From an optimization exercise on the open Yosys and OpenROAD flow, aimed at small area, a short achievable clock period and few clock cycles; shortcuts taken in it are not production practice.
In this exercise RTL edits were held to simulation tests only and were not proved equivalent to the original.
The clock input has no modelled driver; a real chip could not lean on it and would need a root buffer or a full tree.
Power is estimated from default activity; no workload was simulated.

== run 1 ==
// conv_window_top
module conv_window_top (
    input  wire                         clk,
    input  wire                         reset_n,
    input  wire                         i_start,
    input  wire                         i_pixel_valid,
    input  wire  [7:0]                  i_pixel,
    input  wire                         i_conv_ready,
    output logic                        o_fill_active,
    output logic [199:0]                o_window,   
    output logic                        o_conv_valid,
    output logic                        o_conv_row_start,
    output logic                        o_conv_row_end,
    output logic                        o_done
);
Size: ~1100 flip-flops, roughly 220 I/O pins.
==> flow/config.mk <==
export PLATFORM = sky130hd
export DESIGN_NAME = conv_window_top
export DESIGN_NICKNAME = conv_window_top
export VERILOG_FILES = /design/flow/design.v
export SDC_FILE = /design/flow/constraint.sdc
export NUM_CORES = 4
export LEC_CHECK = 0
export CAP_MARGIN = 20
export CELL_PAD_IN_SITES_DETAIL_PLACEMENT = 0
export CELL_PAD_IN_SITES_GLOBAL_PLACEMENT = 1
export CORE_MARGIN = 2
export CORE_UTILIZATION = 55
export GPL_ROUTABILITY_DRIVEN = 1
export PLACE_DENSITY = 0.65
export SLEW_MARGIN = 20
==> flow/constraint.sdc <==
create_clock -name core_clock -period 9.0 [get_ports {clk}]
set_input_delay 1.8000 -clock core_clock [delete_from_list [all_inputs] [get_ports {clk}]]
set_output_delay 1.8000 -clock core_clock [all_outputs]
set_load 0.01 [all_outputs]
standard.sh (not shown) runs the stock make flow with config.mk's settings and CLKGATE_MAP_FILE= SYNTH_SCRIPT=/design/flow/synth_recipe.tcl, a recipe that flattens the netlist after the stock synthesis.
==> flow/flow/run.sh <==
#!/bin/bash
# Layout flow: the standard ORFS flow (standard.sh), steered through ORFS's
# own variables and step hooks. The design, clock period and constraints are
# the standard flow's; only how the layout is made changes:
#  - ports get plain buf_2 buffers (buffer_ports otherwise picks a delay cell);
#  - the pins of each o_window bit lane (the five window columns of one window
#    row and bit, which are five consecutive shift-register stages) are kept
#    together on the die edge;
#  - pre_dpl.tcl pulls each register that only feeds an output buffer and the
#    next shift stage next to its output buffer before detailed placement;
#  - CTS builds fewer, larger sink clusters, and post_cts.tcl removes the root
#    buffer (the clock port drives the four first-level buffers) and turns the
#    two remaining levels into inverters, giving a faster balanced tree;
#  - repair_timing aims below the clock period; its CTS-step run is skipped,
#    because the tree it would see there is the one post_cts.tcl replaces.
# Each ORFS step writes its full log under orfs/logs/; make's output goes to
# flow_make.log.
set -euo pipefail
here="$(pwd)"

export BUFFER_PORTS_ARGS="-buffer_cell sky130_fd_sc_hd__buf_2"
export SETUP_SLACK_MARGIN=6.3
export SKIP_CTS_REPAIR_TIMING=1
export CTS_ARGS="-sink_clustering_enable -repair_clock_nets -sink_clustering_size 22 -sink_clustering_max_diameter 80 -dont_use_dummy_load"
export POST_CTS_TCL="$here/flow/post_cts.tcl"
export CLK_INV_L1=sky130_fd_sc_hd__inv_16
export CLK_INV_L2=sky130_fd_sc_hd__inv_8
export PRE_DETAIL_PLACE_TCL="$here/flow/pre_dpl.tcl"

pins=""
for i in 0 1 2 3 4; do
  for b in 0 1 2 3 4 5 6 7; do
    g=""
    for j in 0 1 2 3 4; do g="$g o_window[$(( (i*5+j)*8+b ))]"; done
    pins="$pins -group_pins {${g# }}"
  done
done
export PLACE_PINS_ARGS="${pins# }"

bash standard.sh > flow_make.log 2>&1
==> flow/flow/post_cts.tcl <==
set block [ord::get_db_block]
set db [ord::get_db]
set clk_net [$block findNet clk]

proc loads_of {net} {
  set l {}
  foreach it [$net getITerms] {
    if {[$it isInputSignal] || [[$it getMTerm] getIoType] eq "INPUT"} { lappend l $it }
  }
  return $l
}

set roots {}
foreach it [$clk_net getITerms] { lappend roots [$it getInst] }
puts "post_cts: clock port drives [llength $roots] cell(s)"
if {[llength $roots] == 1} {
  set root [lindex $roots 0]
  set out_net [[$root findITerm X] getNet]
  set loads [loads_of $out_net]
  puts "post_cts: root [$root getName] drives [llength $loads] pin(s)"
  if {[llength $loads] <= 4} {
    foreach it $loads {
      $it disconnect
      $it connect $clk_net
    }
    [$root findITerm A] disconnect
    odb::dbInst_destroy $root
    odb::dbNet_destroy $out_net
    puts "post_cts: removed root buffer"
  }
}

# Check the tree: port -> level 1 buffers -> level 2 buffers -> registers only
set level1 {}
set level2 {}
set ok 1
foreach it [loads_of $clk_net] {
  set inst [$it getInst]
  if {![string match *clkbuf* [[$inst getMaster] getName]]} { set ok 0; continue }
  lappend level1 $inst
  foreach it2 [loads_of [[$inst findITerm X] getNet]] {
    set i2 [$it2 getInst]
    if {![string match *clkbuf* [[$i2 getMaster] getName]]} { set ok 0; continue }
    lappend level2 $i2
    foreach it3 [loads_of [[$i2 findITerm X] getNet]] {
      if {![[[$it3 getInst] getMaster] isSequential]} { set ok 0 }
    }
  }
}
set nregs 0
foreach inst [$block getInsts] {
  if {[[$inst getMaster] isSequential]} { incr nregs }
}
set reached 0
foreach i2 $level2 { incr reached [llength [loads_of [[$i2 findITerm X] getNet]]] }
puts "post_cts: level 1 [llength $level1], level 2 [llength $level2], registers $reached of $nregs, ok $ok"

proc swap_to_inv {inst master_name} {
  set block [ord::get_db_block]
  set m [[ord::get_db] findMaster $master_name]
  set name [$inst getName]
  set loc [$inst getLocation]
  set in_net [[$inst findITerm A] getNet]
  set out_net [[$inst findITerm X] getNet]
  odb::dbInst_destroy $inst
  set new [odb::dbInst_create $block $m $name]
  $new setLocation [lindex $loc 0] [lindex $loc 1]
  $new setPlacementStatus PLACED
  [$new findITerm A] connect $in_net
  [$new findITerm Y] connect $out_net
}

if {$ok && $reached == $nregs && [llength $level1] <= 4} {
  foreach inst $level1 { swap_to_inv $inst $::env(CLK_INV_L1) }
  foreach inst $level2 { swap_to_inv $inst $::env(CLK_INV_L2) }
  puts "post_cts: clock tree levels now inverters"
  detailed_placement
  check_placement -verbose
}
estimate_parasitics -placement
report_clock_latency
report_clock_min_period
Other scripts of this flow, unchanged in this note and not shown: flow/flow/pre_dpl.tcl
Testbench counts of run 1, summed over its fixed seeds: cycles 24,624.
What run 2 does differently from run 1 at the input level:
-- flow/flow/run.sh --
<<< run 1, line 24
export CTS_ARGS="-sink_clustering_enable -repair_clock_nets -sink_clustering_size 22 -sink_clustering_max_diameter 80 -dont_use_dummy_load"
>>> run 2, line 24
export CTS_ARGS="-sink_clustering_enable -repair_clock_nets -sink_clustering_size 18 -sink_clustering_max_diameter 70 -dont_use_dummy_load"
Results
- In the flow results for run 2 and run 1, the sequential portion of the cell area is larger on run 1.
- Per the comparison of run 2 with run 1, delay of the slowest critical-path stage was more or less identical, sequential fraction of design power now smaller, first-pass GRT wire length saw an increase, time the final worst path needs with I/O delays and setup now larger.
Modified inputs, run 3 compared to run 2
-- flow/flow/run.sh --
<<< run 2, line 5
#  - ports get plain buf_2 buffers (buffer_ports otherwise picks a delay cell);
>>> run 3, line 5
#  - ports get plain buf_1 buffers (buffer_ports otherwise picks a delay cell);
<<< run 2, line 21
export BUFFER_PORTS_ARGS="-buffer_cell sky130_fd_sc_hd__buf_2"
>>> run 3, line 21
export BUFFER_PORTS_ARGS="-buffer_cell sky130_fd_sc_hd__buf_1"
<<< run 2, line 24
export CTS_ARGS="-sink_clustering_enable -repair_clock_nets -sink_clustering_size 18 -sink_clustering_max_diameter 70 -dont_use_dummy_load"
>>> run 3, line 24
export CTS_ARGS="-sink_clustering_enable -repair_clock_nets -sink_clustering_size 30 -sink_clustering_max_diameter 100 -dont_use_dummy_load"
<<< run 2, line 27
export CLK_INV_L2=sky130_fd_sc_hd__inv_8
>>> run 3, line 27
export CLK_INV_L2=sky130_fd_sc_hd__inv_12
- After detailed routing, run 2 needs more wire than run 3.
- Taking run 2 as the reference, in run 3 maximum frequency grew by about 12%, via count normalized by instance count ~0 delta, worst setup slack moved up, total number of vias down 3.4%.
- Run 3 reports its launching instance or port of the critical path as chain[251] while run 2 reports chain[542].
- Run 3 and run 2 ended up with nearly the same critical path data required time.
Here is what was changed in the inputs of run 4 compared with run 3.
-- flow/flow/run.sh --
<<< run 3, line 5
#  - ports get plain buf_1 buffers (buffer_ports otherwise picks a delay cell);
>>> run 4, line 5
#  - ports get plain buf_2 buffers (buffer_ports otherwise picks a delay cell);
<<< run 3, line 21
export BUFFER_PORTS_ARGS="-buffer_cell sky130_fd_sc_hd__buf_1"
export SETUP_SLACK_MARGIN=6.3
>>> run 4, line 21
export BUFFER_PORTS_ARGS="-buffer_cell sky130_fd_sc_hd__buf_2"
export SETUP_SLACK_MARGIN=6.36
<<< run 3, line 24
export CTS_ARGS="-sink_clustering_enable -repair_clock_nets -sink_clustering_size 30 -sink_clustering_max_diameter 100 -dont_use_dummy_load"
>>> run 4, line 24
export CTS_ARGS="-sink_clustering_enable -repair_clock_nets -sink_clustering_size 22 -sink_clustering_max_diameter 80 -dont_use_dummy_load"
<<< run 3, line 27
export CLK_INV_L2=sky130_fd_sc_hd__inv_12
>>> run 4, line 27
export CLK_INV_L2=sky130_fd_sc_hd__inv_8
Results
- Worst hold slack: run 4 > run 3
- Looking at maximum frequency across run 4 and run 3, the one that comes out higher is run 4.
- Run 4 and run 3 ended up with nearly the same relative contribution of combinational cells to total power.
- Routed wire length on met2 grows slightly when moving from run 3 to run 4.
- Going from run 3 to run 4, net switching power shrank slightly.
- A worst setup path startpoint of chain[251] is what run 3 shows, while chain[761] belongs to run 4.
- In run 4 relative to run 3, total power consumption of the routed design had gone down slightly.
- [compare] base=run 3 new=run 4: total via count in the routed design now sits higher; final instance count without filler cells went up.
- All-layer global routing usage essentially unchanged between run 4 and run 3.
Inputs modified between run 4 and run 5:
-- flow/flow/run.sh --
<<< run 4, line 22
export SETUP_SLACK_MARGIN=6.36
>>> run 5, line 22
export SETUP_SLACK_MARGIN=6.3
<<< run 4, line 24
export CTS_ARGS="-sink_clustering_enable -repair_clock_nets -sink_clustering_size 22 -sink_clustering_max_diameter 80 -dont_use_dummy_load"
>>> run 5, line 24
export CTS_ARGS="-sink_clustering_enable -repair_clock_nets -sink_clustering_size 30 -sink_clustering_max_diameter 100 -dont_use_dummy_load"
<<< run 4, line 27
export CLK_INV_L2=sky130_fd_sc_hd__inv_8
>>> run 5, line 27
export CLK_INV_L2=sky130_fd_sc_hd__inv_12
==> comparison <==
- Run 5 finished every step from synthesis to the final layout, and the layout passed the timing, DRC and antenna checks.
- Post-synthesis to final-layout area growth came out lower on run 5 than on run 4.
- Final non-filler cell total (higher): run 4
- Minimum period implied by the final worst setup slack (run 5 over run 4): increase, 11 ps
- Compared with run 4, in run 5 wire length has decreased; slew at the pin closest to its max-slew limit has increased.
- Of the two values seen for capturing instance or port of the critical path, o_window[73] was produced by run 4 and o_window[55] by run 5.
- The cell-internal power was comparable across run 5 and run 4.
In run 1, run 3, run 4 and run 5 the design's own scripts or RTL, not TritonCTS, make the clock network.

## re-timing with driven ports
The results above use ideal ports. As a check the final layouts listed here were re-extracted and re-timed, cells and wires unchanged.
Step 1 sets driving cells, clkbuf_16 on the clock port and buf_2 on the other inputs (assumed; they add their load-dependent delay and slew).
Step 2 adds t to the input delays and takes it off the output delays; t is the mean of the earliest and latest rising clock arrival at the registers after step 1. Input paths then give back, and output paths get back, about the clock's delay inside the block.
Slacks: ideal / step 1 / step 2; pairs: ideal / step 1.
| run | shift t [ns] | setup WS [ns] | hold slack, ns |
|---|---|---|---|
| run 1 | 0.434 | 6.388 / 6.166 / 6.199 | 0.411 / 0.412 / 0.412 |
| run 2 | 0.643 | 6.022 / 5.960 / 6.215 | 0.393 / 0.393 / 0.393 |
| run 3 | 0.432 | 6.340 / 6.120 / 6.227 | 0.388 / 0.387 / 0.387 |
| run 4 | 0.434 | 6.391 / 6.168 / 6.206 | 0.412 / 0.412 / 0.412 |
| run 5 | 0.425 | 6.380 / 6.159 / 6.221 | 0.408 / 0.407 / 0.407 |
After both steps every run listed still meets setup and hold. The setup slack of run 1, which loses most, moves by -0.222 ns with the drivers and by -0.189 ns with both steps.
